This is an optimization exercise on Yosys and OpenROAD, whose aim is small area, a short achievable clock period and few clock cycles per item, not a production implementation. The RTL was checked by simulation tests, not by an equivalence proof against the original design.

north:
## weight_update_top
module weight_update_top
(
    input  logic                  clk,
    input  logic                  rstn,
    input  logic                  start,
    input  wupd_pkg::err_t        e,
    input  wupd_pkg::ref_vec_t    ref_vec,
    input  wupd_pkg::norm_t       n,
    output wupd_pkg::weight_vec_t weights,
    output logic                  busy,
    output logic                  done
);
    localparam int K  = 4;               
    localparam int NW = 26;              
    localparam int DW = 21;              
    localparam int XW = 20;              
    localparam int NI = XW / K;          
    localparam int CW = $clog2(NI);
    logic       accept;
    logic [3:0] ft;          
    logic       mv;          
    logic       m_en;
    logic       pv;          
    logic       dv;          
    logic       dtl;         
    logic [CW-1:0] cnt;        
    logic       wbv;         
    logic       wbl;         
    logic       dlast;
    logic       dload;
    logic       p_en;
    logic [CW-1:0] ld_cnt;      
    assign accept = start && !busy;
    assign dlast  = dv && (cnt == '0);
    assign dload  = pv && (!dv || dlast);
    assign p_en   = mv && (!pv || dload);
    assign m_en   = busy && !done && (!mv || p_en) && !ft[3];
    always_ff @(posedge clk or negedge rstn)
    begin
        if (!rstn)
        begin
            busy <= 1'b0;
            done <= 1'b0;
            ft   <= '0;
            mv   <= 1'b0;
            pv   <= 1'b0;
            dv   <= 1'b0;
            dtl  <= 1'b0;
            cnt  <= '0;
            wbv  <= 1'b0;
            wbl  <= 1'b0;
        end
        else
        begin
            done <= wbv && wbl;
            if (accept)
                busy <= 1'b1;
            else if (done)
                busy <= 1'b0;
            if (wbv && wbl)
                ft <= '0;
            else if (m_en)
                ft <= ft + 1'b1;
            if (m_en)
                mv <= 1'b1;
            else if (p_en)
                mv <= 1'b0;
            if (p_en)
                pv <= 1'b1;
            else if (dload)
                pv <= 1'b0;
            if (dload)
            begin
                dv  <= 1'b1;
                dtl <= ft[3] && !mv;
  ...
For scale: roughly 4200 cells after synthesis, roughly 340 flip-flops, roughly 290 I/O pins, ~30000 um^2 of cells after synthesis.
export LEC_CHECK = 0
export ABC_AREA = 1
export CAP_MARGIN = 20
export CORE_MARGIN = 2
export CORE_UTILIZATION = 25
export SETUP_SLACK_MARGIN = 5
export SLEW_MARGIN = 20
export TNS_END_PERCENT = 100
create_clock -name core_clock -period 10.0 [get_ports {clk}]
run.sh (not shown) runs the stock make flow with config.mk's settings and CLKGATE_MAP_FILE= SYNTH_SCRIPT=/design/flow/synth_recipe.tcl, a recipe that flattens the netlist after the stock synthesis.
Testbench counts of north, summed over its fixed seeds: cycles 7,465, updates 384.
Changes in south relative to north:
- SETUP_SLACK_MARGIN: 5 -> unset
- TNS_END_PERCENT: 100 -> unset
- CORE_UTILIZATION: 25 -> 40
Results
Comparing north against south, there is no change at all in synthesized-area fraction occupied by and/or/nand/nor cells.
Going from north to south, final weighted congestion in routability-driven placement grew by a few percent.
south ends up with a final routed wirelength across all metal layers that is 5.9 mm lower than in north.
Across both runs, final core utilization was higher for south than for north.
Status: H-tree depth parity (south, north)
south ends up with a required time of the critical path that is 0.09 ns higher than in north.
The following lists how east was set up differently from south:
- SETUP_SLACK_MARGIN now 5, previously not set
- TNS_END_PERCENT now 100, previously not set
- CORE_UTILIZATION now 55, was 40
### Flow results
Per the comparison of east with south, final period demand of the worst path has decreased; total die area has decreased; critical path depth has decreased. Fraction of area in multi-input gates in east is 0.62 points above south.
Modified inputs, west compared to east
- CORE_UTILIZATION now 40, was 55
Notes after the runs:
west went all the way through the flow, and no timing, DRC or antenna check failed.
Diff east -> west: buffering overhead +0.18 points, area of the core region went up about 38%.
east → west: setup slack decreased 0.013 ns; post-layout instance count excluding filler cells saw an increase.


build 93:
weight_update_top, a different RTL version from the one above (not shown whole).
Size: roughly 340 flip-flops, ~290 I/O pins, about 33000 µm² of cells after synthesis.
Settings: LEC_CHECK=0, ABC_AREA=1, CAP_MARGIN=20, CORE_MARGIN=2, CORE_UTILIZATION=40, CTS_CLUSTER_DIAMETER=80, CTS_CLUSTER_SIZE=40, SETUP_SLACK_MARGIN=5, SLEW_MARGIN=20, TNS_END_PERCENT=100; clock period 10.0 ns.
Build 93 went all the way through synthesis, placement and routing and the layout is clean on timing, DRC and antenna.
Testbench counts of build 93, summed over its fixed seeds: cycles 5,932, updates 384.
Input-level comparison between build 79 and build 93:
--- a/flow/config.mk
+++ b/flow/config.mk
@@ -12,2 +11,0 @@
-export CTS_CLUSTER_DIAMETER = 80
-export CTS_CLUSTER_SIZE = 40
==> run notes <==
Build 79 vs. build 93: register-to-register slack held; area added between synthesis and finish grew by 1.4 points; clock-buffer cell count up 82%; worst setup slack now sits higher.
Count of flip-flops and latches: build 93 vs build 79 identical
The global-route track usage on met1 on build 93 is in line with that on build 79.
Going from build 93 to build 79, transition time of the tightest slew-check pin climbed 4.4 ps, count of filler cells inserted in the layout dropped 79, total detailed-routing wirelength climbed about 0.4%.
Changes in build 46 relative to build 79:
--- a/flow/config.mk
+++ b/flow/config.mk
@@ -8 +8 @@
-export ABC_AREA = 1
+export ABC_AREA = 0
@@ -11,0 +12,2 @@
+export CTS_CLUSTER_DIAMETER = 80
+export CTS_CLUSTER_SIZE = 40
Results
No stage failed in build 46, and the final checks on the layout all came back clean. Sequential cell count came out exactly the same in build 79 and build 46. Summary — clock slew seen by the registers of the worst setup and hold paths, build 46 relative to build 79: higher, by 40 ps. When build 46 is measured against build 79, its via count of the first global-routing pass turns out 4340 lower. Build 79 has higher first-iteration DRC count than build 46. Going from build 79 to build 46, total routed wire length on the met1 layer shrank by more than 10%. Largest stage delay on the critical path: build 79 and build 46 compared, higher one is build 79. On build 46: routed wire length is 22 mm lower than what build 79 gave. Taking build 79 as 1.0, build 46 lands at 0.844 on first-pass GRT wire length. Taking build 79 as the reference point, the largest fanout of any net on the critical path of build 46 rises by 8.
[inputs] build 49 vs build 46
--- a/flow/config.mk
+++ b/flow/config.mk
@@ -8 +8 @@
-export ABC_AREA = 0
+export ABC_AREA = 1
@@ -13,0 +14 @@
+export GPL_ROUTABILITY_DRIVEN = 0
==> comparison <==
- Of build 49 and build 46, the lower global-route usage belongs to build 46.
- Cmp build 49 and build 46 / largest driver fanout on the critical path / lower: build 49
- Compared with build 46, build 49 shows met2 wirelength from detailed routing that has gone up by more than 10%.
- What build 49 reported for via count has to be multiplied by 0.846 to get the figure for build 46.
- Minimum clock period after layout: build 49 lower than build 46
- As far as I/O pin count goes, build 49 and build 46 are indistinguishable; the numbers are identical.
- Wire length of the first global-routing pass up 22 mm in build 49 wrt build 46
Here is what was changed in the inputs of build 58 compared with build 49.
--- a/flow/config.mk
+++ b/flow/config.mk
@@ -11 +11 @@
-export CORE_UTILIZATION = 40
+export CORE_UTILIZATION = 30
Findings:
The maximum clock frequency of build 58 is lower than that of build 49. Count of unresolved DRC violations after routing came out exactly the same in build 49 and build 58. [compare] base=build 49 new=build 58: starting density of the core decreased 10 points, design area increased 3.0%, clock skew increased 5.6 ps, worst hold slack flat, utilization went down by 12 points. Worst setup path endpoint: p_q[24] -> build 58, p_q[23] -> build 49. Between build 58 and build 49, it is build 58 whose count of clock-buffer cells in the layout is higher, by 1.

-- what the ideal ports hide --
The results above use ideal ports. As a check the final layouts listed here were re-extracted and re-timed, cells and wires unchanged.
Step 1 sets driving cells, clkbuf_16 on the clock port and buf_2 on the other inputs (assumed; they add their load-dependent delay and slew).
Step 2 also shifts input and output timing later by t, the mid clock arrival at the registers, as if the neighbouring blocks saw the same clock.
Three values: ideal ports, drivers, drivers and shift; two values: the first two.
run | t, ns | setup slack, ns | worst data-port slew with drivers (ns)
north | 0.663 | 5.042 / 5.042 / 5.042 | 0.08
south | 0.639 | 3.524 / 3.524 / 3.524 | 0.06
east | 0.635 | 5.048 / 5.048 / 5.048 | 0.07
west | 0.643 | 5.035 / 5.035 / 5.035 | 0.06
build 93 | 0.675 | 4.895 / 4.895 / 4.298 | 0.07
build 79 | 0.644 | 4.903 / 4.903 / 4.349 | 0.07
build 46 | 0.660 | 4.142 / 4.142 / 4.135 | 0.09
build 49 | 0.678 | 4.960 / 4.960 / 4.401 | 0.06
build 58 | 0.691 | 4.892 / 4.892 / 4.434 | 0.05
After both steps every run listed still meets setup and hold. The setup slack of build 93, which loses most, moves by 0.000 ns with the drivers and by -0.597 ns with both steps.
